Context: an optimization exercise on an open-source flow, tuned for small area, a short achievable clock period and few clock cycles. The choices shown serve that exercise and are no tape-out recipe.
No functional check of the RTL was part of any run shown here.
Power figures rest on the tool's default switching activity, not on a simulated workload.

==> flow/design.v <==
`default_nettype none
package bsw_pkg;
  localparam int CFG_W     = 15;   
  localparam int CFG_IDX_W = 1;    
  localparam int COLOUR_W  = 17;   
  localparam int BYTE_W    = 8;
  localparam int PIXEL_W     = 3 * COLOUR_W;
  localparam int FILE_WORD_W = BYTE_W + 2;
  localparam int MAX_DIMENSION_DEFAULT = 16384;
endpackage
`default_nettype wire
`default_nettype none
module bmp24_stream_writer #(
  parameter int MAX_DIMENSION = bsw_pkg::MAX_DIMENSION_DEFAULT
) (
  input  wire logic                          clk,
  input  wire logic                          rst,
  input  wire logic                          cfg_write,
  input  wire logic [bsw_pkg::CFG_IDX_W-1:0] cfg_index,
  input  wire logic [bsw_pkg::CFG_W-1:0]     cfg_data,
  input  wire logic                          pixel_valid,
  output logic                               pixel_stall,
  input  wire logic [bsw_pkg::PIXEL_W-1:0]   pixel,
  output logic                               file_valid,
  input  wire logic                          file_stall,
  output logic [bsw_pkg::FILE_WORD_W-1:0]    file_word
);
  function automatic logic [14:0] clamp_dim(input logic [14:0] v);
    if (v[14] && (v[13:0] != '0)) clamp_dim = 15'h4000;
    else if (v == '0)             clamp_dim = 15'd1;
    else                          clamp_dim = v;
  endfunction
  function automatic logic [14:0] inc14(input logic [13:0] x);
    logic c;
    c = 1'b1;
    for (int i = 0; i < 14; i++) begin
      inc14[i] = x[i] ^ c;
      c        = c & x[i];
    end
    inc14[14] = c;
  endfunction
  function automatic logic [5:0] inc6(input logic [5:0] x);
    logic c;
    c = 1'b1;
    for (int i = 0; i < 6; i++) begin
      inc6[i] = x[i] ^ c;
      c       = c & x[i];
    end
  endfunction
  function automatic logic [3:0] dec4(input logic [3:0] x);
    logic b;
    b = 1'b1;
    for (int i = 0; i < 4; i++) begin
      dec4[i] = x[i] ^ b;
      b       = b & ~x[i];
    end
  endfunction
  function automatic logic [15:0] add16(input logic [15:0] x, input logic [15:0] y,
                                        input logic ci);
    logic c;
    c = ci;
    for (int i = 0; i < 16; i++) begin
      add16[i] = x[i] ^ y[i] ^ c;
      c        = (x[i] & y[i]) | (c & (x[i] ^ y[i]));
    end
  endfunction
  function automatic logic [8:0] to_ad(input logic [16:0] v);
    logic [7:0] a;
    logic [7:0] b;
    logic       ge;
    a   = v[15:8];
    b   = v[7:0];
    ge  = 1'b1;
    for (int i = 0; i < 8; i++) ge = (a[i] & ~b[i]) | (~(a[i] ^ b[i]) & ge);
    to_ad = {a | {8{v[16]}}, ge && (a != 8'd0) && !v[16]};
  endfunction
  function automatic logic [7:0] ad_byte(input logic [8:0] ad);
    logic bw;
    bw = ad[0];
    for (int i = 0; i < 8; i++) begin
      ad_byte[i] = ad[i+1] ^ bw;
      bw         = bw & ~ad[i+1];
    end
  endfunction
  logic [14:0] w_q;
  logic [14:0] h_q;
  logic [14:0] cfg_clamped;
  assign cfg_clamped = clamp_dim(cfg_data);
  always_ff @(posedge clk) begin
    if (rst) begin
      w_q <= 15'd1;
      h_q <= 15'd1;
    end else if (cfg_write) begin
      if (cfg_index) h_q <= cfg_clamped;
      else           w_q <= cfg_clamped;
    end
  end
  logic [14:0] x;
  logic [15:0] y;
  logic        mborrow;
  logic [3:0]  mcnt;
  logic        rbit;
  logic        rborrow;
  logic [15:0] msum;
  logic        mdone;
  logic        mstart;
  logic        hdr;        
  logic [14:0] col_inc;
  logic [14:0] row_inc;
  logic        w_one;
  logic        col_last;
  logic        row_last;
  logic        hv;         
  logic        accept;
  logic        size_out;   
  logic [5:0] pos;
  logic       heoi;        
  logic       emit;
  assign rbit    = y[0] ^ y[2] ^ mborrow;
  assign rborrow = (~y[0] & y[2]) | (~(y[0] ^ y[2]) & mborrow);
  assign msum    = {1'b0, x} + (rbit ? {1'b0, h_q} : 16'd0);
  assign mdone   = (mcnt == 4'd0);
  assign col_inc  = inc14(x[13:0]);
  assign row_inc  = inc14(y[13:0]);
  assign w_one    = (w_q == 15'd1);
  assign col_last = hdr ? w_one : (col_inc == w_q);
  assign row_last = hdr ? (h_q == 15'd1) : (row_inc == h_q);
  assign accept   = pixel_valid && !hv;
  assign mstart   = cfg_write || (accept && col_last && row_last);
  assign size_out = emit && (pos == 6'd5) && !heoi;
  always_ff @(posedge clk) begin
    if (rst) begin
      x       <= 15'd0;
      y       <= {14'd14, 2'b00};
      mborrow <= 1'b0;
      mcnt    <= 4'd0;
    end else if (mstart) begin
      x       <= 15'd13;
      y       <= {1'b0, (cfg_write && !cfg_index) ? cfg_clamped : w_q};
      mborrow <= 1'b0;
      mcnt    <= 4'd14;
    end else if (!mdone) begin
      x       <= msum[15:1];
      y       <= {msum[0], y[15:1]};
      mborrow <= rborrow;
      mcnt    <= dec4(mcnt);
    end else if (size_out) begin
      x       <= {14'd0, !w_one};
      y       <= {15'd0, w_one};
    end else if (accept && !hdr) begin
      x       <= col_last ? 15'd0 : col_inc;
      if (col_last) y <= {1'b0, row_inc};
    end
  end
  always_ff @(posedge clk) begin
    if (rst) begin
      hdr <= 1'b1;
    end else if (accept) begin
      hdr <= col_last && row_last;
    end
  end
  logic [8:0] hb;
  logic [8:0] hg;
  logic [8:0] hr;
  logic [1:0] hpad;
  logic [8:0] cb;
  logic [8:0] psel;
  logic [7:0] pbyte;
  logic       adv;
  logic       is_last;
  logic [7:0] nbyte;
  logic       ov;
  logic [7:0] od;
  logic       ol;
  logic       oe;
  assign cb      = to_ad(pixel[16:0]);
  assign psel    = accept ? cb : (pos[1] ? (pos[0] ? hg : hb) : hr);
  assign pbyte   = ad_byte(psel);
  assign adv     = !ov || !file_stall;
  assign emit    = hv && adv && (mdone || pos != 6'd2);
  assign is_last = (pos[5:2] == 4'b1110) && (pos[1:0] == hpad);
  always_comb begin
    unique case (pos)
      6'd0:  nbyte = 8'h42;
      6'd1:  nbyte = 8'h4D;
      6'd2:  nbyte = heoi ? 8'h3A : {y[7:2], 2'b10};
      6'd3:  nbyte = heoi ? 8'h00 : y[15:8];
      6'd4:  nbyte = heoi ? 8'h00 : x[7:0];
      6'd5:  nbyte = heoi ? 8'h00 : {1'b0, x[14:8]};
      6'd10: nbyte = 8'd54;
      6'd14: nbyte = 8'd40;
      6'd18: nbyte = heoi ? 8'h01 : w_q[7:0];
      6'd19: nbyte = heoi ? 8'h00 : {1'b0, w_q[14:8]};
      6'd22: nbyte = heoi ? 8'h01 : h_q[7:0];
      6'd23: nbyte = heoi ? 8'h00 : {1'b0, h_q[14:8]};
      6'd26: nbyte = 8'd1;
      6'd28: nbyte = 8'd24;
      6'd54: nbyte = pbyte;
      6'd55: nbyte = pbyte;
      6'd56: nbyte = pbyte;
      default: nbyte = 8'h00;
    endcase
  end
  always_ff @(posedge clk) begin
    if (rst) begin
      hv <= 1'b0;
      ov <= 1'b0;
    end else if (accept) begin
      hv <= 1'b1;
      if (adv) ov <= 1'b1;
    end else if (emit) begin
      ov <= 1'b1;
      if (is_last) hv <= 1'b0;
    end else if (adv) begin
      ov <= 1'b0;
    end
  end
  always_ff @(posedge clk) begin
    if (accept) begin
      hb   <= cb;
      hg   <= to_ad(pixel[33:17]);
      hr   <= to_ad(pixel[50:34]);
      hpad <= col_last ? w_q[1:0] : 2'd0;
      heoi <= col_last && row_last;
      pos  <= hdr ? {5'd0, adv} : (adv ? 6'd55 : 6'd54);
    end else if (emit) begin
      pos  <= inc6(pos);
    end
  end
  always_ff @(posedge clk) begin
    if (accept) begin
      if (adv) begin
        od <= hdr ? 8'h42 : pbyte;
        ol <= 1'b0;
        oe <= 1'b0;
      end
    end else if (emit) begin
      od <= nbyte;
      ol <= is_last;
      oe <= is_last && heoi;
    end
  end
  assign pixel_stall = hv;
  assign file_valid  = ov;
  assign file_word   = {od, ol, oe};
endmodule
`default_nettype wire
==> flow/run.sh <==
#!/bin/bash
# synth_recipe.tcl (not shown) runs the flow's synth.tcl, then flattens the netlist and writes it again
# the make line also repeats each setting of config.mk as NAME=value (left out here)
make -C /OpenROAD-flow-scripts/flow DESIGN_CONFIG=/design/flow/config.mk WORK_HOME=/design/flow/orfs CLKGATE_MAP_FILE= SYNTH_SCRIPT=/design/flow/synth_recipe.tcl finish
==> flow/config.mk <==
export PLATFORM = sky130hd
export DESIGN_NAME = bmp24_stream_writer
export DESIGN_NICKNAME = bmp24_stream_writer
export VERILOG_FILES = /design/flow/design.v
export SDC_FILE = /design/flow/constraint.sdc
export NUM_CORES = 4
export LEC_CHECK = 0
export CAP_MARGIN = 20
export CORE_MARGIN = 2
export CORE_UTILIZATION = 40
export SETUP_SLACK_MARGIN = 4.5
export SLEW_MARGIN = 20
==> flow/constraint.sdc <==
create_clock -name core_clock -period 7.5 [get_ports {clk}]
set_input_delay 1.5000 -clock core_clock [delete_from_list [all_inputs] [get_ports {clk}]]
set_output_delay 1.5000 -clock core_clock [all_outputs]
set_load 0.01 [all_outputs]
==> impl_results.html, run 1 <==
<table>
<tr><th>Metric</th><th>Value</th></tr>
<tr><th colspan="2">Status</th></tr>
<tr><td>Run status</td><td>finished clean</td></tr>
<tr><th colspan="2">Routing</th></tr>
<tr><td>Via count normalized by instance count</td><td>5.700</td></tr>
<tr><td>DR vias</td><td>7524</td></tr>
<tr><td>Met2 wirelength from detailed routing</td><td>11430 um</td></tr>
<tr><td>Final antenna-violating net count</td><td>0</td></tr>
<tr><td>Routed length per placed instance</td><td>19.62 um</td></tr>
<tr><td>Highest Signal Layer</td><td>met4</td></tr>
<tr><td>Detailed-route DRC error count</td><td>0</td></tr>
<tr><td>Detailed-routed wire length on met3</td><td>1760 um</td></tr>
<tr><td>Post-Route WL</td><td>25890 um</td></tr>
<tr><td>WL met1</td><td>12140 um</td></tr>
<tr><td>First-pass detailed-route iteration total</td><td>5</td></tr>
<tr><td>Initial drt markers</td><td>610</td></tr>
<tr><th colspan="2">Logic synthesis</th></tr>
<tr><td>Average size of a mapped cell</td><td>8.797 sq um</td></tr>
<tr><td>Seq cells post-synth</td><td>115</td></tr>
<tr><td>Sequential area share after synthesis</td><td>0.3362</td></tr>
<tr><td>Share of synthesized registers carrying an async set or reset</td><td>0</td></tr>
<tr><td>Post-synth net total</td><td>1085</td></tr>
<tr><td>Gate Count Post-Synth</td><td>934</td></tr>
<tr><td>Yosys cell types</td><td>72</td></tr>
<tr><td>Synth Warn #</td><td>1</td></tr>
<tr><td>Netlist area before placement</td><td>8217 sq um</td></tr>
<tr><td>Dominant synthesized flop cell</td><td>dfxtp_1</td></tr>
<tr><td>Number of synthesized flops with an enable pin</td><td>46</td></tr>
<tr><th colspan="2">Worst setup path</th></tr>
<tr><td>Cell type of the slowest stage on the worst timing path</td><td>dfxtp_4</td></tr>
<tr><td>Cell type with the highest occurrence count on the critical path</td><td>ha_4</td></tr>
<tr><td>Cell Chain, Critical Path</td><td>ha_4, ha_4, ha_4, ha_4, ha_4, ha_4, ha_4, ha_4, ha_4, ha_4, ha_4, ha_4, ha_4, nor4bb_2, a31oi_1, o32ai_1, nand4_1, nor4b_4, buf_4, nor2_4, buf_12, mux2_4</td></tr>
<tr><td>Element type at the critical path end</td><td>flip-flop</td></tr>
<tr><td>Maximum single-stage delay on the critical path</td><td>350 ps</td></tr>
<tr><td>Worst Path Max Fanout</td><td>6</td></tr>
<tr><td>Req. time, crit path</td><td>7810 ps</td></tr>
<tr><td>Crit start category</td><td>flip-flop</td></tr>
<tr><td>Worst setup slack for register-to-register paths</td><td>3330 ps</td></tr>
<tr><td>Worst setup path class</td><td>flip-flop to flip-flop</td></tr>
<tr><td>Worst path arrival time</td><td>4480 ps</td></tr>
<tr><th colspan="2">Global route</th></tr>
<tr><td>Congestion Overflow GR</td><td>0</td></tr>
<tr><td>Number of global-route vias before repair</td><td>7188</td></tr>
<tr><td>First-pass GRT wire length</td><td>40570 um</td></tr>
<tr><td>Pin count of the biggest net entering global routing</td><td>34</td></tr>
<tr><td>Overall global routing resource usage</td><td>0.2414</td></tr>
<tr><td>Antenna violations before repair</td><td>0</td></tr>
<tr><th colspan="2">Clock tree</th></tr>
<tr><td>Worst skew pair latency</td><td>420 ps</td></tr>
<tr><td>Total CTS buffers</td><td>17</td></tr>
<tr><td>Clock tree from TritonCTS</td><td>built</td></tr>
<tr><td>Maximum level of the CTS H-tree</td><td>4</td></tr>
<tr><td>Clock buffer depth</td><td>2</td></tr>
<tr><td>Hold-fix buffer count after cts</td><td>0</td></tr>
<tr><td>Cell chosen for the clock root</td><td>clkbuf_16</td></tr>
<tr><td>Worst-path clk slew</td><td>50 ps</td></tr>
<tr><td>Total clock sinks</td><td>115</td></tr>
<tr><th colspan="2">STA</th></tr>
<tr><td>Post-layout minimum cycle time</td><td>4173 ps</td></tr>
<tr><td>Worst slew pin tran</td><td>915.6 ps</td></tr>
<tr><td>Worst-case headroom to the max-slew limit</td><td>0.3888</td></tr>
<tr><td>Unrepaired setup endpoints after global routing</td><td>true</td></tr>
<tr><td>Number of endpoints failing setup at the final stage</td><td>0</td></tr>
<tr><td>Number of hold violations in the final report</td><td>0</td></tr>
<tr><td>Top achievable clock speed</td><td>0.2397 GHz</td></tr>
<tr><td>Worst clock skew on the final layout</td><td>9.220 ps</td></tr>
<tr><td>Share of the clock period used by the worst path</td><td>0.5563</td></tr>
<tr><td>Setup TNS</td><td>0 ps</td></tr>
<tr><td>Final max-slew violation count</td><td>0</td></tr>
<tr><th colspan="2">Pwr</th></tr>
<tr><td>Seq pwr share</td><td>0.355</td></tr>
<tr><td>Switching power summed over all nets</td><td>0.6484 mW</td></tr>
<tr><td>Comb power frac</td><td>0.253</td></tr>
<tr><td>Fraction of power spent switching nets</td><td>0.2994</td></tr>
<tr><td>Static leakage</td><td>4.278 nW</td></tr>
<tr><td>Pwr per Cell Area</td><td>195.9 nW/um^2</td></tr>
<tr><td>Relative contribution of the clock network to total power</td><td>0.392</td></tr>
<tr><td>Maximum ir drop on the vdd rail</td><td>0.0001637 V</td></tr>
<tr><td>Internal portion of total power</td><td>1.517 mW</td></tr>
<tr><th colspan="2">Layout</th></tr>
<tr><td>Highest-count cells in the layout ignoring fill and taps</td><td>nand2_1 (97), nor2_1 (77), dfxtp_1 (65)</td></tr>
<tr><td>Synthesis-to-layout area growth</td><td>34.52%</td></tr>
<tr><td>Filler instances</td><td>1803</td></tr>
<tr><td>Share of final-layout standard cells stronger than drive strength 1</td><td>0.2257</td></tr>
<tr><td>Filler-free cell count of the finished design</td><td>1320</td></tr>
<tr><td>Count of antenna diodes in the layout</td><td>0</td></tr>
<tr><td>Most frequent standard cell in the layout excluding fill and tap cells</td><td>nand2_1</td></tr>
<tr><td>Layout Nets</td><td>1188</td></tr>
<tr><th colspan="2">Placed design</th></tr>
<tr><td>Gpl congestion</td><td>0.9727</td></tr>
<tr><td>DP Wirelength</td><td>19020 um</td></tr>
<tr><td>Input/output buffers</td><td>83</td></tr>
<tr><td>Cell total after placement</td><td>1246</td></tr>
<tr><th colspan="2">Die</th></tr>
<tr><td>Io pins</td><td>84</td></tr>
<tr><td>Total core area</td><td>20170 sq um</td></tr>
<tr><td>Total die area</td><td>21700 sq um</td></tr>
<tr><td>Die Y</td><td>147.3 um</td></tr>
<tr><td>Chip width</td><td>147.3 um</td></tr>
<tr><td>Effective utilization at floorplan</td><td>0.4074</td></tr>
<tr><td>Rows</td><td>52</td></tr>
<tr><th colspan="2">Worst hold path</th></tr>
<tr><td>Hold Crit Class</td><td>flip-flop to flip-flop</td></tr>
<tr><th colspan="2">Job</th></tr>
<tr><td>Total of max-cap violations</td><td>0</td></tr>
</table>
[power by group through the flow]
| stage | Combinational [mW] | Clock, mW | Sequential, mW |
|---|---|---|---|
| 6_report | 0.547 | 0.849 | 0.770 |
| 4_1_cts | 0.507 | 0.860 | 0.775 |
| 5_1_grt | 0.598 | 0.888 | 0.775 |
| 2_1_floorplan | 0.340 | 0 | 0.751 |
| 3_3_place_gp | 0.457 | 0 | 0.791 |
| 3_5_place_dp | 0.459 | 0 | 0.791 |
[synth_stat cells (13+ instances only)]
cell	n	share of area
a211oi_1	22	0.020
dfxtp_1	69	0.17
or2_2	26	0.020
a21o_1	13	0.012
edfxtp_1	46	0.17
inv_1	35	0.016
nand2_1	99	0.045
nor4_1	24	0.018
o21ai_0	34	0.021
a31oi_1	18	0.014
clkbuf_1	25	0.011
xor2_1	20	0.021
a22oi_1	18	0.016
nor3_1	20	0.012
ha_1	77	0.12
and2_1	22	0.017
nor2_1	80	0.037
a21oi_1	69	0.042
mux2i_1	22	0.027
xnor2_1	17	0.018
nor2b_1	14	0.011
[critical path, delay by kind of cell, from the launching register on]
kind	cells	cell delay, ps
compound gates	2	200
mux	1	290
flops	1	350
simple gates	4	750
buf+inv	2	340
fa+ha+maj	13	2120
[worst paths after layout]
path           start       to  cells after the start
min reg2reg  mborrow  mborrow                      2
min          mborrow  mborrow                      2
max reg2reg     y[0]     y[8]                     22
max             y[0]     y[8]                     22
[what timing repair did]
item / CTS / global route
setup endpoints to repair: 95 / 79
pin swaps: 49 / 38
buffers inserted: 32 / 8
resized for setup: 67 / 49
gates cloned: 2 / 0
[flip-flops by register name, summed over array words and instances (netlist names), 2 cells and up]
register	flops
h_q	15
hb	9
hg	9
hpad	2
hr	9
mcnt	4
od	8
pos	6
w_q	15
x	15
y	16
[layout make-up]
class	count	area, sq um	share of cell area
Clock inverter	10	156.4	0.01415
Clock buffer	22	454.2	0.04109
Tap cell	270	337.8	0.03056
Multi-Input combinational cell	739	5916	0.5352
Timing Repair Buffer	129	1274	0.1152
Sequential cell	115	2775	0.2511
Inverter	35	140.1	0.01268
[metal layers]
metal  global-route usage  up-vias
li1                     -     3661
met1               0.3434     3525
met2               0.3640      296
met3              0.05280       42
met4              0.07981        0
met5                    0        -
[logic make-up (layout without fill, tap and decap cells)]
group / count (synthesis) / after routing / share of synthesized area
muxes: 36 / 36 / 0.04919
DFF: 115 / 115 / 0.3362
AOI/OAI and AO/OA: 234 / 234 / 0.1850
adders and majority gates: 79 / 79 / 0.1221
and+or+nand+nor: 352 / 353 / 0.2229
buffers and inverters: 81 / 196 / 0.04507
xor gates and xnor gates: 37 / 37 / 0.03944
[per-stage QoR]
step	util	area, sq um	power (mW)	hold slack, ps	setup slack (ps)
floorplan	-	8828	1.091	465.1	3233
global placement	0.4835	9752	1.248	516.9	2544
detailed placement	0.4835	9752	1.250	525.5	2516
CTS	0.5361	10810	2.142	524.2	3345
global route	0.5480	11050	2.262	562.6	3117
finish	0.5480	11050	2.166	531.9	3327
==> inputs of run 2 (changes only) <==
--- a/flow/design.v
+++ b/flow/design.v
@@ -119,5 +119,5 @@
   assign rbit    = y[0] ^ y[2] ^ mborrow;
   assign rborrow = (~y[0] & y[2]) | (~(y[0] ^ y[2]) & mborrow);
-  assign msum    = {1'b0, x} + (rbit ? {1'b0, h_q} : 16'd0);
+  assign msum    = add16({1'b0, x}, rbit ? {1'b0, h_q} : 16'd0, 1'b0);
   assign mdone   = (mcnt == 4'd0);
   assign col_inc  = inc14(x[13:0]);
==> run 2 against run 1 <==
Global-route usage grew 0.23 points; hold slack lost 7.5 ps; die area shrank 3.2%; sequential power grew 2%; critical path type unchanged.
==> impl_results.html, run 2 <==
<table>
<tr><th>Metric</th><th>Value</th></tr>
<tr><th colspan="2">Layout</th></tr>
<tr><td>Highest-count cells in the layout ignoring fill and taps</td><td>nand2_1 (92), nor2_1 (66), dfxtp_1 (66)</td></tr>
<tr><td>Flip-flop count of the largest register after layout</td><td>16 (unchanged)</td></tr>
<tr><td>Synthesis-to-layout area growth</td><td>37.56%</td></tr>
<tr><td>Share of final-layout standard cells stronger than drive strength 1</td><td>0.2678 (+0.04207)</td></tr>
<tr><td>Register ranked first by flip-flop count</td><td>y</td></tr>
<tr><td>Most frequent standard cell in the layout excluding fill and tap cells</td><td>nand2_1</td></tr>
<tr><td>Layout Nets</td><td>1149 (-3.3%)</td></tr>
<tr><td>Filler-free cell count of the finished design</td><td>1277 (-3.3%)</td></tr>
<tr><td>Design area</td><td>10930 sq um (-1.1%)</td></tr>
<tr><td>Count of antenna diodes in the layout</td><td>0 (unchanged)</td></tr>
<tr><td>Filler instances</td><td>1750 (-2.9%)</td></tr>
<tr><th colspan="2">Routing</th></tr>
<tr><td>Detailed-route DRC error count</td><td>0 (unchanged)</td></tr>
<tr><td>Via count normalized by instance count</td><td>5.783 (+1.5%)</td></tr>
<tr><td>Initial drt markers</td><td>741 (+21%)</td></tr>
<tr><td>Final antenna-violating net count</td><td>0 (unchanged)</td></tr>
<tr><td>Routed length per placed instance</td><td>20.43 um (+4.1%)</td></tr>
<tr><td>DR vias</td><td>7385 (-1.8%)</td></tr>
<tr><td>First-pass detailed-route iteration total</td><td>6 (+1)</td></tr>
<tr><td>Post-Route WL</td><td>26080 um (+0.74%)</td></tr>
<tr><th colspan="2">Logic synthesis</th></tr>
<tr><td>Share of Yosys cell area claimed by the top area cell type</td><td>0.1738 (+0.005690)</td></tr>
<tr><td>Seq cells post-synth</td><td>115 (unchanged)</td></tr>
<tr><td>Synth Warn #</td><td>1 (unchanged)</td></tr>
<tr><td>Dominant synthesized flop cell</td><td>dfxtp_1</td></tr>
<tr><td>Gate Count Post-Synth</td><td>890 (-4.7%)</td></tr>
<tr><td>Yosys cell types</td><td>77 (+6.9%)</td></tr>
<tr><td>Netlist area before placement</td><td>7948 sq um (-3.3%)</td></tr>
<tr><td>Synth area leader</td><td>dfxtp_1</td></tr>
<tr><td>Top cell types by occurrence after synthesis</td><td>nand2_1 (92), nor2_1 (70), dfxtp_1 (69), ha_1 (63)</td></tr>
<tr><td>Top area cells in the synthesized netlist</td><td>dfxtp_1 (17%), edfxtp_1 (17%), ha_1 (9.9%)</td></tr>
<tr><td>Share of synthesized registers carrying an async set or reset</td><td>0 (unchanged)</td></tr>
<tr><td>Post-synth net total</td><td>1040 (-4.1%)</td></tr>
<tr><td>Most frequent cell after synthesis</td><td>nand2_1</td></tr>
<tr><td>Average size of a mapped cell</td><td>8.930 sq um (+1.5%)</td></tr>
<tr><td>Sequential area share after synthesis</td><td>0.3476 (+0.01138)</td></tr>
<tr><td>Number of synthesized flops with an enable pin</td><td>46 (unchanged)</td></tr>
<tr><th colspan="2">STA</th></tr>
<tr><td>Worst slew pin tran</td><td>756.5 ps (-159.1 ps)</td></tr>
<tr><td>Worst-case headroom to the max-slew limit</td><td>0.4957 (+0.1069)</td></tr>
<tr><td>Top achievable clock speed</td><td>0.1684 GHz (-30%)</td></tr>
<tr><td>Number of hold violations in the final report</td><td>0 (unchanged)</td></tr>
<tr><td>Post-layout minimum cycle time</td><td>5939 ps (+1767 ps)</td></tr>
<tr><td>Final max-slew violation count</td><td>0 (unchanged)</td></tr>
<tr><td>Number of endpoints failing setup at the final stage</td><td>0 (unchanged)</td></tr>
<tr><td>Worst clock skew on the final layout</td><td>11.07 ps (+1.852 ps)</td></tr>
<tr><td>Share of the clock period used by the worst path</td><td>0.7919 (+0.2356)</td></tr>
<tr><td>Worst hold margin</td><td>524.3 ps (-7.546 ps)</td></tr>
<tr><td>Setup TNS</td><td>0 ps (unchanged)</td></tr>
<tr><td>Unrepaired setup endpoints after global routing</td><td>true</td></tr>
<tr><th colspan="2">Worst setup path</th></tr>
<tr><td>Buffer and inverter count on the worst path</td><td>8 (+6)</td></tr>
<tr><td>Cell type of the slowest stage on the worst timing path</td><td>fa_2</td></tr>
<tr><td>Element type at the critical path end</td><td>flip-flop</td></tr>
<tr><td>Cell type group with the largest total delay on the critical path</td><td>adder cells</td></tr>
<tr><td>Req. time, crit path</td><td>7850 ps (+40 ps)</td></tr>
<tr><td>Cell type with the highest occurrence count on the critical path</td><td>fa_2</td></tr>
<tr><td>Maximum single-stage delay on the critical path</td><td>450 ps (+100 ps)</td></tr>
<tr><td>Worst Path Max Fanout</td><td>2 (-4)</td></tr>
<tr><td>Worst path arrival time</td><td>6290 ps (+1810 ps)</td></tr>
<tr><td>Crit start category</td><td>flip-flop</td></tr>
<tr><td>Worst setup path class</td><td>flip-flop to flip-flop</td></tr>
<tr><th colspan="2">Placed design</th></tr>
<tr><td>DP Wirelength</td><td>18230 um (-4.2%)</td></tr>
<tr><td>Input/output buffers</td><td>83 (unchanged)</td></tr>
<tr><td>Cell total after placement</td><td>1195 (-4.1%)</td></tr>
<tr><td>Gpl congestion</td><td>0.9581 (-1.5%)</td></tr>
<tr><td>Placement-stage cell area</td><td>9379 sq um (-3.8%)</td></tr>
<tr><th colspan="2">Die</th></tr>
<tr><td>Total core area</td><td>19460 sq um (-3.5%)</td></tr>
<tr><td>Chip width</td><td>145.0 um (-1.6%)</td></tr>
<tr><td>Die Y</td><td>145.0 um (-1.6%)</td></tr>
<tr><td>Effective utilization at floorplan</td><td>0.4084 (+0.0009753)</td></tr>
<tr><td>Rows</td><td>51 (-1.9%)</td></tr>
<tr><td>Total die area</td><td>21010 sq um (-3.2%)</td></tr>
<tr><td>Io pins</td><td>84 (unchanged)</td></tr>
<tr><th colspan="2">Pwr</th></tr>
<tr><td>Relative contribution of the clock network to total power</td><td>0.380 (-0.012)</td></tr>
<tr><td>Static leakage</td><td>4.069 nW (-4.9%)</td></tr>
<tr><td>Fraction of power spent switching nets</td><td>0.3164 (+0.01700)</td></tr>
<tr><td>Comb power frac</td><td>0.270 (+0.017)</td></tr>
<tr><td>Seq pwr share</td><td>0.350 (-0.005)</td></tr>
<tr><td>Pwr per Cell Area</td><td>204.4 nW/um^2 (+4.3%)</td></tr>
<tr><td>Internal portion of total power</td><td>1.527 mW (+0.67%)</td></tr>
<tr><td>Switching power summed over all nets</td><td>0.7070 mW (+9.0%)</td></tr>
<tr><td>Sum of internal, switching and leakage power</td><td>2.234 mW (+3.2%)</td></tr>
<tr><td>Maximum ir drop on the vdd rail</td><td>0.0001827 V (+12%)</td></tr>
<tr><th colspan="2">Clock tree</th></tr>
<tr><td>Clock tree from TritonCTS</td><td>built</td></tr>
<tr><td>Maximum level of the CTS H-tree</td><td>4 (unchanged)</td></tr>
<tr><td>Worst skew pair latency</td><td>430 ps (about the same)</td></tr>
<tr><td>Total clock sinks</td><td>115 (unchanged)</td></tr>
<tr><td>Total CTS buffers</td><td>17 (unchanged)</td></tr>
<tr><td>Hold-fix buffer count after cts</td><td>0 (unchanged)</td></tr>
<tr><td>Clock buffer depth</td><td>2 (unchanged)</td></tr>
<tr><td>Cell chosen for the clock root</td><td>clkbuf_16</td></tr>
<tr><td>Worst-path clk slew</td><td>60 ps (about the same)</td></tr>
<tr><th colspan="2">Global route</th></tr>
<tr><td>Congestion Overflow GR</td><td>0 (unchanged)</td></tr>
<tr><td>First-pass GRT wire length</td><td>40150 um (-1.0%)</td></tr>
<tr><td>Pin count of the biggest net entering global routing</td><td>57 (+68%)</td></tr>
<tr><td>Overall global routing resource usage</td><td>0.2437 (+0.002314)</td></tr>
<tr><td>Number of global-route vias before repair</td><td>7010 (-2.5%)</td></tr>
<tr><td>Antenna violations before repair</td><td>0 (unchanged)</td></tr>
<tr><th colspan="2">Job</th></tr>
<tr><td>Total of max-cap violations</td><td>0 (unchanged)</td></tr>
<tr><th colspan="2">Worst hold path</th></tr>
<tr><td>Hold Crit Class</td><td>flip-flop to flip-flop</td></tr>
<tr><th colspan="2">Status</th></tr>
<tr><td>Run status</td><td>finished clean</td></tr>
</table>
[run 2: cell types whose count changed after synthesis, sizes merged, moves of 7 or more]
cell,before,now
clkbuf,26,36
nor2b,14,23
nand3,12,5
inv,35,52
ha,77,63
mux2,14,3
nor4,25,17
mux2i,22,14
fa,2,15
a21oi,69,54
nor2,84,72
nand2,100,92
a21o,13,2
a22oi,18,37
[run 2: worst paths after layout]
kind / slack, ps / depth (start not counted) / start / end
setup / recovery: 1560 / 28 / y[2] / x[13]
hold / removal: 520 / 1 / mcnt[0] / mcnt[0]
setup reg to reg: 1560 / 28 / y[2] / x[13]
hold reg to reg: 520 / 1 / mcnt[0] / mcnt[0]
[run 2: cell type report]
class	instances	area [sq um]	share of cell area
Multi-Input combinational cell	677	5708	0.5221
Sequential cell	115	2774	0.2537
Timing Repair Buffer	136	1290	0.1180
Clock buffer	22	496.7	0.04543
Tap cell	265	331.6	0.03033
Inverter	52	216.5	0.01980
Clock inverter	10	116.4	0.01064
[run 2: metrics by stage]
stage | setup slack, ps | utilization
floorplan | 1546 | -
global placement | 1376 | 0.4819
detailed placement | 1337 | 0.4819
CTS | 1579 | 0.5439
global route | 1299 | 0.5617
finish | 1561 | 0.5617
[run 2: kinds of logic (layout without fill, tap and decap cells)]
| logic type | Yosys count | after routing | synth area share |
|---|---|---|---|
| adder cells (fa/ha/maj) | 78 | 78 | 0.1370 |
| flip-flops | 115 | 115 | 0.3476 |
| XOR/XNOR | 28 | 28 | 0.03086 |
| multiplexers | 17 | 17 | 0.02188 |
| buffers and inverters | 102 | 220 | 0.05400 |
| AND/OR/NAND/NOR | 318 | 321 | 0.2075 |
| AO/OA/AOI/OAI | 232 | 233 | 0.2012 |
[run 2: power by group through the flow]
stage	Sequential [mW]	Clock [mW]	Combinational, mW
after floorplan	0.756	0	0.362
after global placement	0.794	0	0.485
after detailed placement	0.795	0	0.490
after CTS	0.782	0.855	0.554
after global routing	0.788	0.885	0.654
final	0.782	0.848	0.604
[run 2: routing by layer]
metal / vias to the layer above / track usage / wire length, um
met3: 65 / 0.06635 / 2372
met5: - / 0 / 0
met2: 341 / 0.3676 / 11440
met4: 0 / 0.08267 / 770
li1: 3478 / - / -
met1: 3501 / 0.3372 / 11500
[run 2: what timing repair did]
action                     4_1_cts  5_1_grt
gates cloned                     5        1
setup buffers                   22       22
pin swaps                       48       19
gates resized for setup        119       42
hold endpoints to repair         0        0
setup endpoints to repair      112       69
==> inputs of run 3 (changes only) <==
--- a/flow/design.v
+++ b/flow/design.v
@@ -31,37 +31,16 @@
     else                          clamp_dim = v;
   endfunction
-  function automatic logic [14:0] inc14(input logic [13:0] x);
-    logic c;
-    c = 1'b1;
-    for (int i = 0; i < 14; i++) begin
-      inc14[i] = x[i] ^ c;
-      c        = c & x[i];
-    end
-    inc14[14] = c;
+  function automatic logic inc_eq(input logic [14:0] x, input logic [14:0] k);
+    logic [15:0] d;
+    d = {1'b0, x ^ k};
+    inc_eq = d[0];
+    for (int i = 0; i < 15; i++) begin
+      if (d[i+1] && !d[i])         inc_eq = 1'b0;
+      if (d[i] && d[i+1] && !x[i]) inc_eq = 1'b0;
+      if (d[i] && !d[i+1] && x[i]) inc_eq = 1'b0;
+    end
   endfunction
   function automatic logic [5:0] inc6(input logic [5:0] x);
-    logic c;
-    c = 1'b1;
-    for (int i = 0; i < 6; i++) begin
-      inc6[i] = x[i] ^ c;
-      c       = c & x[i];
-    end
-  endfunction
-  function automatic logic [3:0] dec4(input logic [3:0] x);
-    logic b;
-    b = 1'b1;
-    for (int i = 0; i < 4; i++) begin
-      dec4[i] = x[i] ^ b;
-      b       = b & ~x[i];
-    end
-  endfunction
-  function automatic logic [15:0] add16(input logic [15:0] x, input logic [15:0] y,
-                                        input logic ci);
-    logic c;
-    c = ci;
-    for (int i = 0; i < 16; i++) begin
-      add16[i] = x[i] ^ y[i] ^ c;
-      c        = (x[i] & y[i]) | (c & (x[i] ^ y[i]));
-    end
+    for (int i = 0; i < 6; i++) inc6[i] = x[i] ^ (&(x | ~((6'd1 << i) - 6'd1)));
   endfunction
   function automatic logic [8:0] to_ad(input logic [16:0] v);
@@ -71,15 +50,10 @@
     a   = v[15:8];
     b   = v[7:0];
-    ge  = 1'b1;
-    for (int i = 0; i < 8; i++) ge = (a[i] & ~b[i]) | (~(a[i] ^ b[i]) & ge);
+    ge  = (a >= b);
     to_ad = {a | {8{v[16]}}, ge && (a != 8'd0) && !v[16]};
   endfunction
   function automatic logic [7:0] ad_byte(input logic [8:0] ad);
-    logic bw;
-    bw = ad[0];
-    for (int i = 0; i < 8; i++) begin
-      ad_byte[i] = ad[i+1] ^ bw;
-      bw         = bw & ~ad[i+1];
-    end
+    for (int i = 0; i < 8; i++)
+      ad_byte[i] = ad[i+1] ^ (ad[0] && ((ad[8:1] & ((8'd1 << i) - 8'd1)) == 8'd0));
   endfunction
   logic [14:0] w_q;
@@ -106,6 +80,5 @@
   logic        mstart;
   logic        hdr;        
-  logic [14:0] col_inc;
-  logic [14:0] row_inc;
+  logic [15:0] add_a;
   logic        w_one;
   logic        col_last;
@@ -119,11 +92,10 @@
   assign rbit    = y[0] ^ y[2] ^ mborrow;
   assign rborrow = (~y[0] & y[2]) | (~(y[0] ^ y[2]) & mborrow);
-  assign msum    = add16({1'b0, x}, rbit ? {1'b0, h_q} : 16'd0, 1'b0);
+  assign add_a   = (mdone && col_last) ? y : {1'b0, x};
+  assign msum    = add_a + ((!mdone && rbit) ? {1'b0, h_q} : 16'd0) + {15'd0, mdone};
   assign mdone   = (mcnt == 4'd0);
-  assign col_inc  = inc14(x[13:0]);
-  assign row_inc  = inc14(y[13:0]);
   assign w_one    = (w_q == 15'd1);
-  assign col_last = hdr ? w_one : (col_inc == w_q);
-  assign row_last = hdr ? (h_q == 15'd1) : (row_inc == h_q);
+  assign col_last = hdr ? w_one : inc_eq(x, w_q);
+  assign row_last = hdr ? (h_q == 15'd1) : inc_eq(y[14:0], h_q);
   assign accept   = pixel_valid && !hv;
   assign mstart   = cfg_write || (accept && col_last && row_last);
@@ -144,11 +116,11 @@
       y       <= {msum[0], y[15:1]};
       mborrow <= rborrow;
-      mcnt    <= dec4(mcnt);
+      mcnt    <= mcnt - 4'd1;
     end else if (size_out) begin
       x       <= {14'd0, !w_one};
       y       <= {15'd0, w_one};
     end else if (accept && !hdr) begin
-      x       <= col_last ? 15'd0 : col_inc;
-      if (col_last) y <= {1'b0, row_inc};
+      x       <= col_last ? 15'd0 : msum[14:0];
+      if (col_last) y <= msum;
     end
   end
--- a/flow/config.mk
+++ b/flow/config.mk
@@ -9,4 +9,4 @@
 export CORE_MARGIN = 2
 export CORE_UTILIZATION = 40
-export SETUP_SLACK_MARGIN = 4.5
+export SETUP_SLACK_MARGIN = 5
 export SLEW_MARGIN = 20
==> run 3 against run 2 <==
Still clean; sequential power hardly changed; hold slack got worse by 24 ps; setup slack better by 1600 ps; via count rose by 20%; die area increased by 7.2%; synthesized cell count grew 17%; clock power is 1% lower; maximum frequency rose by 38%; largest cell class unchanged; largest power group unchanged.
==> impl_results.html, run 3 <==
<table>
<tr><th>Metric</th><th>Value</th></tr>
<tr><th colspan="2">Logic synthesis</th></tr>
<tr><td>Number of synthesized flops with an enable pin</td><td>46 (unchanged)</td></tr>
<tr><td>Top area cells in the synthesized netlist</td><td>dfxtp_1 (16%), edfxtp_1 (16%), ha_1 (6.9%)</td></tr>
<tr><td>Synth area leader</td><td>dfxtp_1</td></tr>
<tr><td>Seq cells post-synth</td><td>115 (unchanged)</td></tr>
<tr><td>Dominant synthesized flop cell</td><td>dfxtp_1</td></tr>
<tr><td>Share of Yosys cell area claimed by the top area cell type</td><td>0.1618 (-0.01197)</td></tr>
<tr><td>Netlist area before placement</td><td>8536 sq um (+7.4%)</td></tr>
<tr><td>Gate Count Post-Synth</td><td>1037 (+17%)</td></tr>
<tr><td>Top cell types by occurrence after synthesis</td><td>nand2_1 (110), a21oi_1 (84), nor2_1 (76), dfxtp_1 (69), nor2b_1 (49)</td></tr>
<tr><td>Share of synthesized registers carrying an async set or reset</td><td>0 (unchanged)</td></tr>
<tr><td>Sequential area share after synthesis</td><td>0.3237 (-0.02395)</td></tr>
<tr><td>Post-synth net total</td><td>1159 (+11%)</td></tr>
<tr><td>Most frequent cell after synthesis</td><td>nand2_1</td></tr>
<tr><td>Average size of a mapped cell</td><td>8.231 sq um (-7.8%)</td></tr>
<tr><td>Yosys cell types</td><td>75 (-2.6%)</td></tr>
<tr><td>Synth Warn #</td><td>1 (unchanged)</td></tr>
<tr><th colspan="2">Routing</th></tr>
<tr><td>DR vias</td><td>8832 (+20%)</td></tr>
<tr><td>Detailed-route DRC error count</td><td>0 (unchanged)</td></tr>
<tr><td>Via count normalized by instance count</td><td>6.049 (+4.6%)</td></tr>
<tr><td>Post-Route WL</td><td>32660 um (+25%)</td></tr>
<tr><td>Final antenna-violating net count</td><td>0 (unchanged)</td></tr>
<tr><td>Initial drt markers</td><td>1003 (+35%)</td></tr>
<tr><td>Routed length per placed instance</td><td>22.37 um (+9.5%)</td></tr>
<tr><td>First-pass detailed-route iteration total</td><td>8 (+2)</td></tr>
<tr><th colspan="2">Status</th></tr>
<tr><td>Run status</td><td>finished clean</td></tr>
<tr><th colspan="2">STA</th></tr>
<tr><td>Setup TNS</td><td>0 ps (unchanged)</td></tr>
<tr><td>Unrepaired setup endpoints after global routing</td><td>true</td></tr>
<tr><td>Final max-slew violation count</td><td>0 (unchanged)</td></tr>
<tr><td>Worst-case headroom to the max-slew limit</td><td>0.3776 (-0.1181)</td></tr>
<tr><td>Number of endpoints failing setup at the final stage</td><td>0 (unchanged)</td></tr>
<tr><td>Number of hold violations in the final report</td><td>0 (unchanged)</td></tr>
<tr><td>Worst slew pin tran</td><td>923.9 ps (+167.4 ps)</td></tr>
<tr><td>Share of the clock period used by the worst path</td><td>0.5740 (-0.2179)</td></tr>
<tr><td>Post-layout minimum cycle time</td><td>4305 ps (-1634 ps)</td></tr>
<tr><td>Worst hold margin</td><td>500.0 ps (-24.32 ps)</td></tr>
<tr><td>Top achievable clock speed</td><td>0.2323 GHz (+38%)</td></tr>
<tr><td>Worst clock skew on the final layout</td><td>10.69 ps (-0.3825 ps)</td></tr>
<tr><th colspan="2">Layout</th></tr>
<tr><td>Count of antenna diodes in the layout</td><td>0 (unchanged)</td></tr>
<tr><td>Most frequent standard cell in the layout excluding fill and tap cells</td><td>nand2_1</td></tr>
<tr><td>Register ranked first by flip-flop count</td><td>y</td></tr>
<tr><td>Flip-flop count of the largest register after layout</td><td>16 (unchanged)</td></tr>
<tr><td>Synthesis-to-layout area growth</td><td>40.90%</td></tr>
<tr><td>Layout Nets</td><td>1294 (+13%)</td></tr>
<tr><td>Share of final-layout standard cells stronger than drive strength 1</td><td>0.3308 (+0.06302)</td></tr>
<tr><td>Highest-count cells in the layout ignoring fill and taps</td><td>nand2_1 (94), nor2_1 (73), buf_4 (72)</td></tr>
<tr><th colspan="2">Pwr</th></tr>
<tr><td>Fraction of power spent switching nets</td><td>0.3391 (+0.02268)</td></tr>
<tr><td>Comb power frac</td><td>0.310 (+0.040)</td></tr>
<tr><td>Seq pwr share</td><td>0.334 (-0.016)</td></tr>
<tr><td>Relative contribution of the clock network to total power</td><td>0.356 (-0.024)</td></tr>
<tr><td>Switching power summed over all nets</td><td>0.7973 mW (+13%)</td></tr>
<tr><td>Static leakage</td><td>4.878 nW (+20%)</td></tr>
<tr><td>Internal portion of total power</td><td>1.554 mW (+1.7%)</td></tr>
<tr><td>Pwr per Cell Area</td><td>195.5 nW/um^2 (-4.3%)</td></tr>
<tr><td>Maximum ir drop on the vdd rail</td><td>0.0001746 V (-4.5%)</td></tr>
<tr><th colspan="2">Clock tree</th></tr>
<tr><td>Worst-path clk slew</td><td>60 ps (about the same)</td></tr>
<tr><td>Clock tree from TritonCTS</td><td>built</td></tr>
<tr><td>Maximum level of the CTS H-tree</td><td>4 (unchanged)</td></tr>
<tr><td>Hold-fix buffer count after cts</td><td>0 (unchanged)</td></tr>
<tr><td>Cell chosen for the clock root</td><td>clkbuf_16</td></tr>
<tr><td>Clock buffer depth</td><td>2 (unchanged)</td></tr>
<tr><td>Worst skew pair latency</td><td>430 ps (about the same)</td></tr>
<tr><td>Total clock sinks</td><td>115 (unchanged)</td></tr>
<tr><td>Total CTS buffers</td><td>17 (unchanged)</td></tr>
<tr><th colspan="2">Worst setup path</th></tr>
<tr><td>Cell Chain, Critical Path</td><td>xor2_4, mux2i_1, nand2_1, or4_4, nor2_4, o21ai_4, mux2_4, fa_2, fa_2, a211oi_2, o211ai_1, a21o_1, a31o_2, a21oi_2, xnor2_2, a22oi_1, a21oi_1</td></tr>
<tr><td>Worst path arrival time</td><td>4620 ps (-1670 ps)</td></tr>
<tr><td>Buffer and inverter count on the worst path</td><td>0 (-8)</td></tr>
<tr><td>Cell type with the highest occurrence count on the critical path</td><td>fa_2</td></tr>
<tr><td>Maximum single-stage delay on the critical path</td><td>520 ps (+70 ps)</td></tr>
<tr><td>Cell type group with the largest total delay on the critical path</td><td>compound AO/OA/AOI/OAI gates</td></tr>
<tr><td>Cell type of the slowest stage on the worst timing path</td><td>or4_4</td></tr>
<tr><td>Req. time, crit path</td><td>7810 ps (-40 ps)</td></tr>
<tr><td>Crit start category</td><td>flip-flop</td></tr>
<tr><td>Element type at the critical path end</td><td>flip-flop</td></tr>
<tr><td>Worst setup path class</td><td>flip-flop to flip-flop</td></tr>
<tr><td>Worst Path Max Fanout</td><td>5 (+3)</td></tr>
<tr><th colspan="2">Global route</th></tr>
<tr><td>First-pass GRT wire length</td><td>49180 um (+22%)</td></tr>
<tr><td>Pin count of the biggest net entering global routing</td><td>51 (-11%)</td></tr>
<tr><td>Antenna violations before repair</td><td>1 (+1)</td></tr>
<tr><td>Number of global-route vias before repair</td><td>8308 (+19%)</td></tr>
<tr><td>Congestion Overflow GR</td><td>0 (unchanged)</td></tr>
<tr><td>Overall global routing resource usage</td><td>0.2905 (+0.04678)</td></tr>
<tr><th colspan="2">Die</th></tr>
<tr><td>Io pins</td><td>84 (unchanged)</td></tr>
<tr><td>Total core area</td><td>20960 sq um (+7.7%)</td></tr>
<tr><td>Total die area</td><td>22520 sq um (+7.2%)</td></tr>
<tr><td>Chip width</td><td>150.1 um (+3.5%)</td></tr>
<tr><td>Die Y</td><td>150.1 um (+3.5%)</td></tr>
<tr><td>Effective utilization at floorplan</td><td>0.4073 (-0.001025)</td></tr>
<tr><td>Rows</td><td>53 (+3.9%)</td></tr>
<tr><th colspan="2">Placed design</th></tr>
<tr><td>Gpl congestion</td><td>0.9905 (+3.4%)</td></tr>
<tr><td>DP Wirelength</td><td>21830 um (+20%)</td></tr>
<tr><td>Input/output buffers</td><td>83 (unchanged)</td></tr>
<tr><th colspan="2">Job</th></tr>
<tr><td>Total of max-cap violations</td><td>0 (unchanged)</td></tr>
<tr><th colspan="2">Worst hold path</th></tr>
<tr><td>Hold Crit Class</td><td>flip-flop to flip-flop</td></tr>
</table>
run 3: worst min-delay path, delay by kind of cell, from the launching register on:
family | cells | cell delay (ps)
AND/OR/NAND/NOR | 1 | 100
AO/OA/AOI/OAI | 1 | 50
flip-flops | 1 | 310
run 3: area by class of cell:
| class | count | area, sq um |
|---|---|---|
| Clock buffer | 24 | 493.0 |
| Clock inverter | 8 | 97.59 |
| Fill cell | 1930 | 8929 |
| Inverter | 41 | 222.7 |
| Multi-Input combinational cell | 828 | 6581 |
| Sequential cell | 115 | 2805 |
| Tap cell | 275 | 344.1 |
| Timing Repair Buffer | 168 | 1466 |
| Timing Repair inverter | 1 | 16.27 |
run 3: worst paths after layout:
| path | start | endpoint | slack (ps) | cells past startpoint |
|---|---|---|---|---|
| min reg2reg | mborrow | mborrow | 500 | 2 |
| max reg2reg | x[2] | x[13] | 3190 | 17 |
| max | x[2] | x[13] | 3190 | 17 |
| min | mborrow | mborrow | 500 | 2 |
run 3: per-stage QoR:
stage	power (mW)	util	cell area, sq um	std cells	setup slack, ps
6_report	2.351	0.5739	12030	1460	3195
5_1_grt	2.437	0.5739	12030	1460	3096
4_1_cts	2.303	0.5559	11650	1442	3221
3_5_place_dp	1.365	0.4757	9968	1349	2873
3_3_place_gp	1.370	0.4757	9968	1349	2901
2_1_floorplan	1.162	-	9034	1037	3403
run 3: logic make-up (layout without fill, tap and decap cells):
| family | count (synthesis) | after routing | synth area share |
|---|---|---|---|
| simple gates | 421 | 422 | 0.2539 |
| fa+ha+maj | 51 | 51 | 0.07710 |
| xor+xnor | 43 | 43 | 0.04412 |
| mux | 43 | 43 | 0.05394 |
| compound gates | 268 | 269 | 0.2027 |
| buf+inv | 96 | 242 | 0.04456 |
| flops | 115 | 115 | 0.3237 |
run 3: repair_timing:
action                                 in CTS  in global routing
cloned                                      2                  1
buffers inserted                           59                 17
endpoints found under the hold margin       0                  0
resized for setup                         274                 87
setup endpoints to repair                 112                 77
pin swaps                                 101                 75
run 3: power by group through the flow:
stage	combinational [mW]	clock, mW	sequential (mW)
after detailed placement	0.565	0	0.800
final	0.730	0.837	0.785
after CTS	0.681	0.843	0.778
after global placement	0.570	0	0.800
after floorplan	0.410	0	0.752
after global routing	0.782	0.867	0.787
run 3: metal layers:
layer	vias to the layer above	GRT usage	wire, um
li1	4063	-	-
met1	4209	0.4098	14180
met2	466	0.4317	14100
met3	92	0.07713	3332
met4	2	0.09245	1046
met5	-	0	10
==> inputs of run 4 (changes only) <==
--- a/flow/config.mk
+++ b/flow/config.mk
@@ -9,4 +9,4 @@
 export CORE_MARGIN = 2
 export CORE_UTILIZATION = 40
-export SETUP_SLACK_MARGIN = 5
+export SETUP_SLACK_MARGIN = 4.5
 export SLEW_MARGIN = 20
==> run 4 against run 3 <==
Global-route usage fell by 1.2 points; wire length shrank 3.4%; total power decreased by 1.7%; largest cell class unchanged; non-clock buffer count shrank 8; critical endpoint unchanged; area after synthesis stayed put; first-iteration DRC count increased by 14%; via count fell by 0.15%.
==> impl_results.html, run 4 <==
<table>
<tr><th>Metric</th><th>Value</th></tr>
<tr><th colspan="2">Routing</th></tr>
<tr><td>First-pass detailed-route iteration total</td><td>9 (+1)</td></tr>
<tr><td>Final antenna-violating net count</td><td>0 (unchanged)</td></tr>
<tr><td>Post-Route WL</td><td>31550 um (-3.4%)</td></tr>
<tr><td>Via count normalized by instance count</td><td>6.074 (+0.40%)</td></tr>
<tr><td>Detailed-route DRC error count</td><td>0 (unchanged)</td></tr>
<tr><td>DR vias</td><td>8819 (-0.15%)</td></tr>
<tr><td>Routed length per placed instance</td><td>21.73 um (-2.9%)</td></tr>
<tr><td>Initial drt markers</td><td>1139 (+14%)</td></tr>
<tr><th colspan="2">Layout</th></tr>
<tr><td>Synthesis-to-layout area growth</td><td>37.76%</td></tr>
<tr><td>Register ranked first by flip-flop count</td><td>y</td></tr>
<tr><td>Area of the multi-input gates</td><td>6306 sq um (-4.2%)</td></tr>
<tr><td>Flip-flop count of the largest register after layout</td><td>16 (unchanged)</td></tr>
<tr><td>Filler instances</td><td>1922 (-0.41%)</td></tr>
<tr><td>Highest-count cells in the layout ignoring fill and taps</td><td>nand2_1 (105), nor2_1 (74), a21oi_1 (72)</td></tr>
<tr><td>Layout Nets</td><td>1286 (-0.62%)</td></tr>
<tr><td>Count of antenna diodes in the layout</td><td>0 (unchanged)</td></tr>
<tr><td>Most frequent standard cell in the layout excluding fill and tap cells</td><td>nand2_1</td></tr>
<tr><td>Share of final-layout standard cells stronger than drive strength 1</td><td>0.2736 (-0.05722)</td></tr>
<tr><td>Area used by sequential logic in the layout</td><td>2813 sq um (+0.27%)</td></tr>
<tr><th colspan="2">Worst setup path</th></tr>
<tr><td>Timing startpoint of the critical path</td><td>w_q[2]</td></tr>
<tr><td>Crit start category</td><td>flip-flop</td></tr>
<tr><td>Element type at the critical path end</td><td>flip-flop</td></tr>
<tr><td>Worst r2r dst</td><td>x[13]</td></tr>
<tr><td>Endpoint of the worst setup timing path</td><td>x[13]</td></tr>
<tr><td>Worst setup slack for register-to-register paths</td><td>3140 ps (-60 ps)</td></tr>
<tr><td>Worst Path Max Fanout</td><td>5 (unchanged)</td></tr>
<tr><td>Launch point of the worst reg-to-reg path</td><td>w_q[2]</td></tr>
<tr><td>Worst setup path class</td><td>flip-flop to flip-flop</td></tr>
<tr><td>Worst path arrival time</td><td>4710 ps (+90 ps)</td></tr>
<tr><td>Req. time, crit path</td><td>7850 ps (+40 ps)</td></tr>
<tr><td>Worst reg-to-reg path cell count</td><td>17 (unchanged)</td></tr>
<tr><th colspan="2">Logic synthesis</th></tr>
<tr><td>Dominant synthesized flop cell</td><td>dfxtp_1</td></tr>
<tr><td>Top cell types by occurrence after synthesis</td><td>nand2_1 (110), a21oi_1 (84), nor2_1 (76), dfxtp_1 (69), nor2b_1 (49)</td></tr>
<tr><td>Netlist area before placement</td><td>8536 sq um (unchanged)</td></tr>
<tr><td>Sequential area share after synthesis</td><td>0.3237 (unchanged)</td></tr>
<tr><td>Most frequent cell after synthesis</td><td>nand2_1</td></tr>
<tr><td>Post-synth net total</td><td>1159 (unchanged)</td></tr>
<tr><td>Top area cells in the synthesized netlist</td><td>dfxtp_1 (16%), edfxtp_1 (16%), ha_1 (6.9%)</td></tr>
<tr><td>Average size of a mapped cell</td><td>8.231 sq um (unchanged)</td></tr>
<tr><td>Share of Yosys cell area claimed by the top area cell type</td><td>0.1618 (unchanged)</td></tr>
<tr><td>Synth Warn #</td><td>1 (unchanged)</td></tr>
<tr><td>Number of synthesized flops with an enable pin</td><td>46 (unchanged)</td></tr>
<tr><td>Gate Count Post-Synth</td><td>1037 (unchanged)</td></tr>
<tr><td>Synth area leader</td><td>dfxtp_1</td></tr>
<tr><td>Seq cells post-synth</td><td>115 (unchanged)</td></tr>
<tr><td>Yosys cell types</td><td>75 (unchanged)</td></tr>
<tr><td>Share of synthesized registers carrying an async set or reset</td><td>0 (unchanged)</td></tr>
<tr><th colspan="2">Clock tree</th></tr>
<tr><td>Worst-path clk slew</td><td>60 ps (about the same)</td></tr>
<tr><td>Total clock sinks</td><td>115 (unchanged)</td></tr>
<tr><td>Clock buffer depth</td><td>2 (unchanged)</td></tr>
<tr><td>Hold-fix buffer count after cts</td><td>0 (unchanged)</td></tr>
<tr><td>Clock tree from TritonCTS</td><td>built</td></tr>
<tr><td>Total CTS buffers</td><td>17 (unchanged)</td></tr>
<tr><td>Worst skew pair latency</td><td>430 ps (about the same)</td></tr>
<tr><td>Maximum level of the CTS H-tree</td><td>4 (unchanged)</td></tr>
<tr><td>Cell chosen for the clock root</td><td>clkbuf_16</td></tr>
<tr><th colspan="2">STA</th></tr>
<tr><td>Setup TNS</td><td>0 ps (unchanged)</td></tr>
<tr><td>Worst clock skew on the final layout</td><td>8.818 ps (-1.870 ps)</td></tr>
<tr><td>Unrepaired setup endpoints after global routing</td><td>true</td></tr>
<tr><td>Final max-slew violation count</td><td>0 (unchanged)</td></tr>
<tr><td>Worst hold margin</td><td>504.5 ps (+4.467 ps)</td></tr>
<tr><td>Top achievable clock speed</td><td>0.2291 GHz (-1.4%)</td></tr>
<tr><td>Share of the clock period used by the worst path</td><td>0.5819 (+0.007900)</td></tr>
<tr><td>Number of hold violations in the final report</td><td>0 (unchanged)</td></tr>
<tr><td>Post-layout minimum cycle time</td><td>4364 ps (+59.25 ps)</td></tr>
<tr><td>Worst slew pin tran</td><td>900.9 ps (-22.98 ps)</td></tr>
<tr><td>Worst-case headroom to the max-slew limit</td><td>0.3972 (+0.01961)</td></tr>
<tr><td>Number of endpoints failing setup at the final stage</td><td>0 (unchanged)</td></tr>
<tr><th colspan="2">Placed design</th></tr>
<tr><td>Input/output buffers</td><td>83 (unchanged)</td></tr>
<tr><td>DP Wirelength</td><td>20950 um (-4.0%)</td></tr>
<tr><td>Gpl congestion</td><td>0.9729 (-1.8%)</td></tr>
<tr><th colspan="2">Die</th></tr>
<tr><td>Total core area</td><td>20960 sq um (unchanged)</td></tr>
<tr><td>Io pins</td><td>84 (unchanged)</td></tr>
<tr><td>Total die area</td><td>22520 sq um (unchanged)</td></tr>
<tr><td>Effective utilization at floorplan</td><td>0.4073 (unchanged)</td></tr>
<tr><td>Die Y</td><td>150.1 um (unchanged)</td></tr>
<tr><td>Rows</td><td>53 (unchanged)</td></tr>
<tr><td>Chip width</td><td>150.1 um (unchanged)</td></tr>
<tr><th colspan="2">Global route</th></tr>
<tr><td>GR Layer Usage met1</td><td>0.3894 (-0.02034)</td></tr>
<tr><td>First-pass GRT wire length</td><td>47220 um (-4.0%)</td></tr>
<tr><td>Most Crowded Layer GR</td><td>met2</td></tr>
<tr><td>Overall global routing resource usage</td><td>0.2785 (-0.01198)</td></tr>
<tr><td>Antenna violations before repair</td><td>1 (unchanged)</td></tr>
<tr><td>Fraction of met2 tracks used by global routing</td><td>0.4146 (-0.01712)</td></tr>
<tr><td>Number of global-route vias before repair</td><td>8205 (-1.2%)</td></tr>
<tr><td>Pin count of the biggest net entering global routing</td><td>51 (unchanged)</td></tr>
<tr><td>Congestion Overflow GR</td><td>0 (unchanged)</td></tr>
<tr><td>Met3 usage</td><td>0.07713 (unchanged)</td></tr>
<tr><th colspan="2">Pwr</th></tr>
<tr><td>Maximum ir drop on the vdd rail</td><td>0.0001541 V (-12%)</td></tr>
<tr><td>Static leakage</td><td>4.665 nW (-4.4%)</td></tr>
<tr><td>Sum of internal, switching and leakage power</td><td>2.311 mW (-1.7%)</td></tr>
<tr><td>Pwr per Cell Area</td><td>196.5 nW/um^2 (+0.53%)</td></tr>
<tr><th colspan="2">Worst hold path</th></tr>
<tr><td>Number of cells on the worst hold path</td><td>2 (unchanged)</td></tr>
<tr><td>Hold Crit Class</td><td>flip-flop to flip-flop</td></tr>
<tr><th colspan="2">Status</th></tr>
<tr><td>Run status</td><td>finished clean</td></tr>
<tr><th colspan="2">Job</th></tr>
<tr><td>Total of max-cap violations</td><td>0 (unchanged)</td></tr>
</table>
run 4: worst min path at each step:
stage                 start  endpoint
finish              mcnt[3]   mcnt[3]
global route        mcnt[3]   mcnt[3]
CTS                 mcnt[3]   mcnt[3]
detailed placement  mcnt[3]   mcnt[3]
global placement    mborrow   mborrow
floorplan           mcnt[3]   mcnt[3]
run 4: timing repair:
action / 4_1_cts / 5_1_grt
setup endpoints to repair: 92 / 49
pin swaps: 67 / 63
cloned: 4 / 0
setup buffers: 53 / 17
endpoints found under the hold margin: 0 / 0
gates resized for setup: 151 / 83
run 4: through the flow:
stage               setup WS, ps  instances  instance area (sq um)  utilization
finish                      3136       1452                  11760       0.5611
global route                2958       1452                  11760       0.5611
CTS                         3163       1434                  11300       0.5393
detailed placement          2279       1345                   9791       0.4672
global placement            2422       1345                   9791       0.4672
floorplan                   3403       1037                   8832            -
run 4: logic make-up (layout without fill, tap and decap cells):
kind of cell             after synthesis  after routing  synth area share
AO/OA/AOI/OAI                        268            269            0.2027
AND/OR/NAND/NOR                      421            422            0.2539
flip-flops                           115            115            0.3237
buffers and inverters                 96            234           0.04456
XOR/XNOR                              43             43           0.04412
multiplexers                          43             43           0.05394
adder cells (fa/ha/maj)               51             51           0.07710
run 4: critical path, stage by stage (launching register included):
cell and delay [ps]:
dfxtp_4 410, xor2_4 180, mux2i_2 280, nand2_1 80, or4_4 540, nor2_4 120, o21ai_4 70, mux2_4 310
fa_2 380, fa_2 390, a211oi_2 270, o211ai_1 170, a21o_1 230, a31o_2 210, a21oi_2 170, xnor2_2 160
a22oi_1 120, a21oi_1 190
run 4: cell type report:
class                      count  share of cell area
clock buffer                  18             0.03650
clock inverter                14             0.01426
inverter                      41             0.01649
multi-input combinational    828              0.5363
sequential                   115              0.2392
tap                          275             0.02926
timing repair buffer         160              0.1266
timing repair inverter         1            0.001383
run 4: routing by layer:
layer	vias up	share of wire	wire length, um
met5	-	0	0
met4	0	0.028	896
met3	85	0.11	3481
met2	508	0.44	13790
met1	4178	0.42	13380
li1	4048	-	-
run 4: power by group:
group          switching (mW)  internal, mW  leakage [nW]
Sequential             0.0875         0.703          1.01
Combinational           0.370         0.319          3.37
Clock                   0.333         0.499         0.286
Total                   0.790          1.52          4.66

==> separate check: timing with driven ports <==
The flow's constraints put no driver on any port. The routed layouts listed below were extracted and timed again, unchanged, in two steps. Step 1 (the two cells are an assumption about what drives the block):
set clk [get_ports {clk}]
set_driving_cell -lib_cell sky130_fd_sc_hd__clkbuf_16 $clk
set_driving_cell -lib_cell sky130_fd_sc_hd__buf_2 [delete_from_list [all_inputs] $clk]
Step 2 times the ports against the registers' clock, not the clock port: input delays grow and output delays shrink by t, the midpoint of the rising clock arrivals with the driver on. Slacks: no drivers / after step 1 / after step 2; pairs: no drivers / after step 1.
run | t, ns | setup slack, ns | worst setup path after step 2
run 1 | 0.462 | 3.327 / 3.327 / 2.939 | input to register
run 2 | 0.464 | 1.561 / 1.561 / 1.561 | register to register
run 3 | 0.474 | 3.195 / 3.195 / 3.195 | register to register
run 4 | 0.465 | 3.136 / 3.136 / 3.136 | register to register
After both steps setup and hold are still met in every run listed. For run 1, which loses most, drivers alone change the setup slack by 0.000 ns; drivers and shift together by -0.388 ns.
